This is an optimization exercise on Yosys and OpenROAD, whose aim is small area, a short achievable clock period and few clock cycles per item, not a production implementation.
At most, simulation tests tie the RTL to the original design; equivalence was not proved.

==> build 32 <==
==> flow/design.v (excerpt) <==
module pi_current_loop_pwm (
    input  logic                              i_clk,
    input  logic                              i_rst_n,
    input  logic                              i_in_valid,
    output logic                              i_in_ready,
    input  logic [picl_pkg::CUR_W-1:0]        i_in_raw_current,
    input  logic [picl_pkg::CUR_W-1:0]        i_in_current_target,
    input  logic [picl_pkg::PWM_W-1:0]        i_in_throttle_level,
    input  logic [picl_pkg::CUR_W-1:0]        i_in_current_ceiling,
    input  logic                              i_in_other_fault,
    output logic                              o_out_valid,
    input  logic                              o_out_ready,
    output logic [picl_pkg::PWM_W-1:0]        o_out_duty_width,
    output logic [picl_pkg::SR_W-1:0]         o_out_sr_width,
    output logic                              o_out_vref_flag,
    output logic [picl_pkg::FB_W-1:0]         o_out_norm_current,
    output logic [picl_pkg::CUR_W-1:0]        o_out_peak_current,
    output logic [picl_pkg::AVG_W-1:0]        o_out_pwm_average,
    output logic                              o_out_fault_off,
    input  logic                              psel,
    input  logic                              penable,
    input  logic                              pwrite,
    input  logic [picl_pkg::CFG_ADDR_W-1:0]   paddr,
    input  logic [picl_pkg::CFG_DATA_W-1:0]   pwdata,
    output logic [picl_pkg::CFG_DATA_W-1:0]   prdata,
    output logic                              pready
);
clock: 19.0 ns
lec_check: 0
abc_area: 1
cap_margin: 20
core_margin: 2
core_utilization: 40
slew_margin: 20
standard.sh (not shown) runs the stock make flow with config.mk's settings and CLKGATE_MAP_FILE= SYNTH_SCRIPT=/design/flow/synth_recipe.tcl, a recipe that flattens the netlist after the stock synthesis.
==> flow/flow/run.sh <==
#!/bin/bash
# Standard ORFS layout, with the repair steps asked to leave extra setup
# slack (the clock constraint itself is the design's, unchanged).
set -euo pipefail
export SETUP_SLACK_MARGIN=${PICL_SETUP_MARGIN:-13}
bash standard.sh > standard.log 2>&1
==> trial 22 (differences from build 32) <==
--- a/flow/config.mk
+++ b/flow/config.mk
@@ -5,7 +5,6 @@
 export SDC_FILE = /design/flow/constraint.sdc
 export NUM_CORES = 4
 export LEC_CHECK = 0
-export ABC_AREA = 1
 export CAP_MARGIN = 20
 export CORE_MARGIN = 2
 export CORE_UTILIZATION = 40
==> qor summary <==
|  | trial 22 | build 32 |
|---|---|---|
| GPL Wtd Cong | 0.900 | 0.943 |
| Status | finished clean | finished clean |
| Fraction of the mapped netlist area in simple logic gates | 9.44% | 12.2% |
| Height of the die | 309 um | 313 um |
| Fraction of synthesized area in multiplexers | 2.79% | 0.144% |
| Core ar. | 92100 um2 | 94900 um2 |
| Actual slew at the worst max-slew pin | 1.22 ns | 1.11 ns |
| Proportion of cell area occupied by multi-input gates | 58.2% | 55.7% |
| Ratio of routed vias to standard cells | 5.49 | 5.33 |
| Data arrival time of the critical path | 2.17 ns | 2.23 ns |
| Count of non-filler cells in the finished layout | 5193 | 5908 |
| Critical Path Start | u_regs.r_cfg[53] | u_regs.r_rsel[1] |
| Crit Reg-Reg Startpoint | u_core.r_s1_x[1] | u_core.r_s0[20] |
| Skew final | 0.0332 ns | 0.0671 ns |
| Inverter count | 408 | 803 |
Function was not checked in any run of this note: the RTL went through the layout flow alone.

==> wip/harbor <==
pi_current_loop_pwm, a different RTL version from the one above (not shown whole).
## pi_current_loop_pwm
module pi_current_loop_pwm (
    input  logic                              i_clk,
    input  logic                              i_rst_n,
    input  logic                              i_in_valid,
    output logic                              i_in_ready,
    input  logic [picl_pkg::CUR_W-1:0]        i_in_raw_current,
    input  logic [picl_pkg::CUR_W-1:0]        i_in_current_target,
    input  logic [picl_pkg::PWM_W-1:0]        i_in_throttle_level,
    input  logic [picl_pkg::CUR_W-1:0]        i_in_current_ceiling,
    input  logic                              i_in_other_fault,
    output logic                              o_out_valid,
    input  logic                              o_out_ready,
    output logic [picl_pkg::PWM_W-1:0]        o_out_duty_width,
    output logic [picl_pkg::SR_W-1:0]         o_out_sr_width,
    output logic                              o_out_vref_flag,
    output logic [picl_pkg::FB_W-1:0]         o_out_norm_current,
    output logic [picl_pkg::CUR_W-1:0]        o_out_peak_current,
    output logic [picl_pkg::AVG_W-1:0]        o_out_pwm_average,
    output logic                              o_out_fault_off,
    input  logic                              psel,
    input  logic                              penable,
    input  logic                              pwrite,
    input  logic [picl_pkg::CFG_ADDR_W-1:0]   paddr,
    input  logic [picl_pkg::CFG_DATA_W-1:0]   pwdata,
    output logic [picl_pkg::CFG_DATA_W-1:0]   prdata,
    output logic                              pready
);
==> flow/config.mk <==
export PLATFORM = sky130hd
export DESIGN_NAME = pi_current_loop_pwm
export DESIGN_NICKNAME = pi_current_loop_pwm
export VERILOG_FILES = /design/flow/design.v
export SDC_FILE = /design/flow/constraint.sdc
export NUM_CORES = 4
export LEC_CHECK = 0
export CAP_MARGIN = 20
export CORE_MARGIN = 2
export CORE_UTILIZATION = 65
export CTS_CLUSTER_DIAMETER = 160
export CTS_CLUSTER_SIZE = 20
export SLEW_MARGIN = 20
==> flow/constraint.sdc <==
create_clock -name core_clock -period 19.0 [get_ports {i_clk}]
set_input_delay 3.8000 -clock core_clock [delete_from_list [all_inputs] [get_ports {i_clk}]]
set_output_delay 3.8000 -clock core_clock [all_outputs]
set_load 0.01 [all_outputs]
==> flow/flow/run.sh <==
#!/bin/bash
# Standard ORFS layout, with the repair steps asked to leave extra setup
# slack (the clock constraint itself is the design's, unchanged).
set -euo pipefail
export SETUP_SLACK_MARGIN=${PICL_SETUP_MARGIN:-14}
bash standard.sh > standard.log 2>&1
==> wip/fjord: changes against wip/harbor <==
--- a/flow/config.mk
+++ b/flow/config.mk
@@ -8,6 +8,6 @@
 export CAP_MARGIN = 20
 export CORE_MARGIN = 2
 export CORE_UTILIZATION = 65
-export CTS_CLUSTER_DIAMETER = 160
-export CTS_CLUSTER_SIZE = 20
+export CTS_CLUSTER_DIAMETER = 90
+export CTS_CLUSTER_SIZE = 26
 export SLEW_MARGIN = 20
==> wip/ember: changes against wip/harbor <==
==> flow/flow/run.sh (replaced) <==
#!/bin/bash
# Standard ORFS layout, with the repair steps asked to leave extra setup
# slack (the clock constraint itself is the design's, unchanged).
set -euo pipefail
export SETUP_SLACK_MARGIN=${PICL_SETUP_MARGIN:-14.3}
bash standard.sh > standard.log 2>&1
--- a/flow/config.mk
+++ b/flow/config.mk
@@ -7,7 +7,5 @@
 export LEC_CHECK = 0
 export CAP_MARGIN = 20
 export CORE_MARGIN = 2
-export CORE_UTILIZATION = 65
-export CTS_CLUSTER_DIAMETER = 160
-export CTS_CLUSTER_SIZE = 20
+export CORE_UTILIZATION = 60
 export SLEW_MARGIN = 20
==> notes.md <==
Outcome: wip/ember finished clean; wip/fjord finished clean; wip/harbor finished clean
Fill cell total of the finished layout: wip/ember 4355; wip/fjord 4131; wip/harbor 4151
Headroom to the max-slew limit: wip/ember 0.2324; wip/fjord 0.1939; wip/harbor 0.2085
Number of tap instances: wip/ember 837; wip/fjord 765; wip/harbor 765
Data arrival time of the critical path: wip/ember 1.24 ns; wip/fjord 1.23 ns; wip/harbor 1.23 ns
Overall die height: wip/ember 254.0 um; wip/fjord 244.1 um; wip/harbor 244.1 um
Area added between synthesis and finish: wip/ember 20.94%; wip/fjord 11.37%; wip/harbor 11.08%
Placed cell count: wip/ember 4413; wip/fjord 4340; wip/harbor 4340
Maximum operating frequency: wip/ember 198.4 MHz; wip/fjord 198.7 MHz; wip/harbor 198.7 MHz
Post-Route M1 WL: wip/ember 45830 um; wip/fjord 42580 um; wip/harbor 42690 um
Via count of the first global-routing pass: wip/ember 30310; wip/fjord 29700; wip/harbor 29760
Min-delay src: wip/ember u_core.r_s1_raw[1]$_DFFE_PN_; wip/fjord u_core.r_s1_raw[9]$_DFFE_PN_; wip/harbor u_core.r_s1_raw[8]$_DFFE_PN_
Max H-tree Level: wip/ember 2; wip/fjord 1; wip/harbor 1
Area occupied by multi-input gates: wip/ember 24970 um2; wip/fjord 23890 um2; wip/harbor 23900 um2
Sequential share of cell area: wip/ember 0.2629; wip/fjord 0.2849; wip/harbor 0.2858
Die area: wip/ember 64490 um2; wip/fjord 59610 um2; wip/harbor 59610 um2
Global-route met1 utilization: wip/ember 0.4699; wip/fjord 0.4823; wip/harbor 0.4838
Final worst slack: wip/ember 13.96 ns; wip/fjord 13.97 ns; wip/harbor 13.97 ns
Proportion of cell area occupied by multi-input gates: wip/ember 0.5507; wip/fjord 0.5723; wip/harbor 0.5739
Number of clock buffer instances in the layout: wip/ember 74; wip/fjord 33; wip/harbor 44
Testbench counts of wip/harbor, summed over its fixed seeds: cycles 15,840, items 15,360.
Testbench counts of wip/fjord, summed over its fixed seeds: cycles 15,840, items 15,360.
Testbench counts of wip/ember, summed over its fixed seeds: cycles 15,840, items 15,360.

## static timing again, ports no longer ideal
The flow's constraints put no driver on any port. The routed layouts listed below were extracted and timed again, unchanged, in two steps. Step 1: set_driving_cell puts a clkbuf_16 on i_clk and a buf_2 on each other input, an assumption about the parent block. Step 2 moves the port delays by t, midway between the first and last clock arrival at a register: inputs arrive t later, outputs are due t later. That takes back most of the time a late clock gives input paths. a / b / c = ideal ports / drivers / drivers and shift; a / b = the first two.
run | t (ns) | setup slack, ns | slew at the worst register clock pin (ns)
build 32 | 0.670 | 12.971 / 12.911 / 12.618 | 0.07 / 0.07
trial 22 | 0.684 | 13.033 / 12.968 / 12.554 | 0.07 / 0.07
wip/harbor | 0.683 | 13.967 / 13.902 / 13.345 | 0.10 / 0.10
wip/fjord | 0.674 | 13.968 / 13.902 / 13.369 | 0.11 / 0.11
wip/ember | 0.686 | 13.959 / 13.893 / 13.646 | 0.07 / 0.07
After both steps setup and hold are still met in every run listed. The setup slack of wip/harbor, which loses most, moves by -0.065 ns with the drivers and by -0.622 ns with both steps.
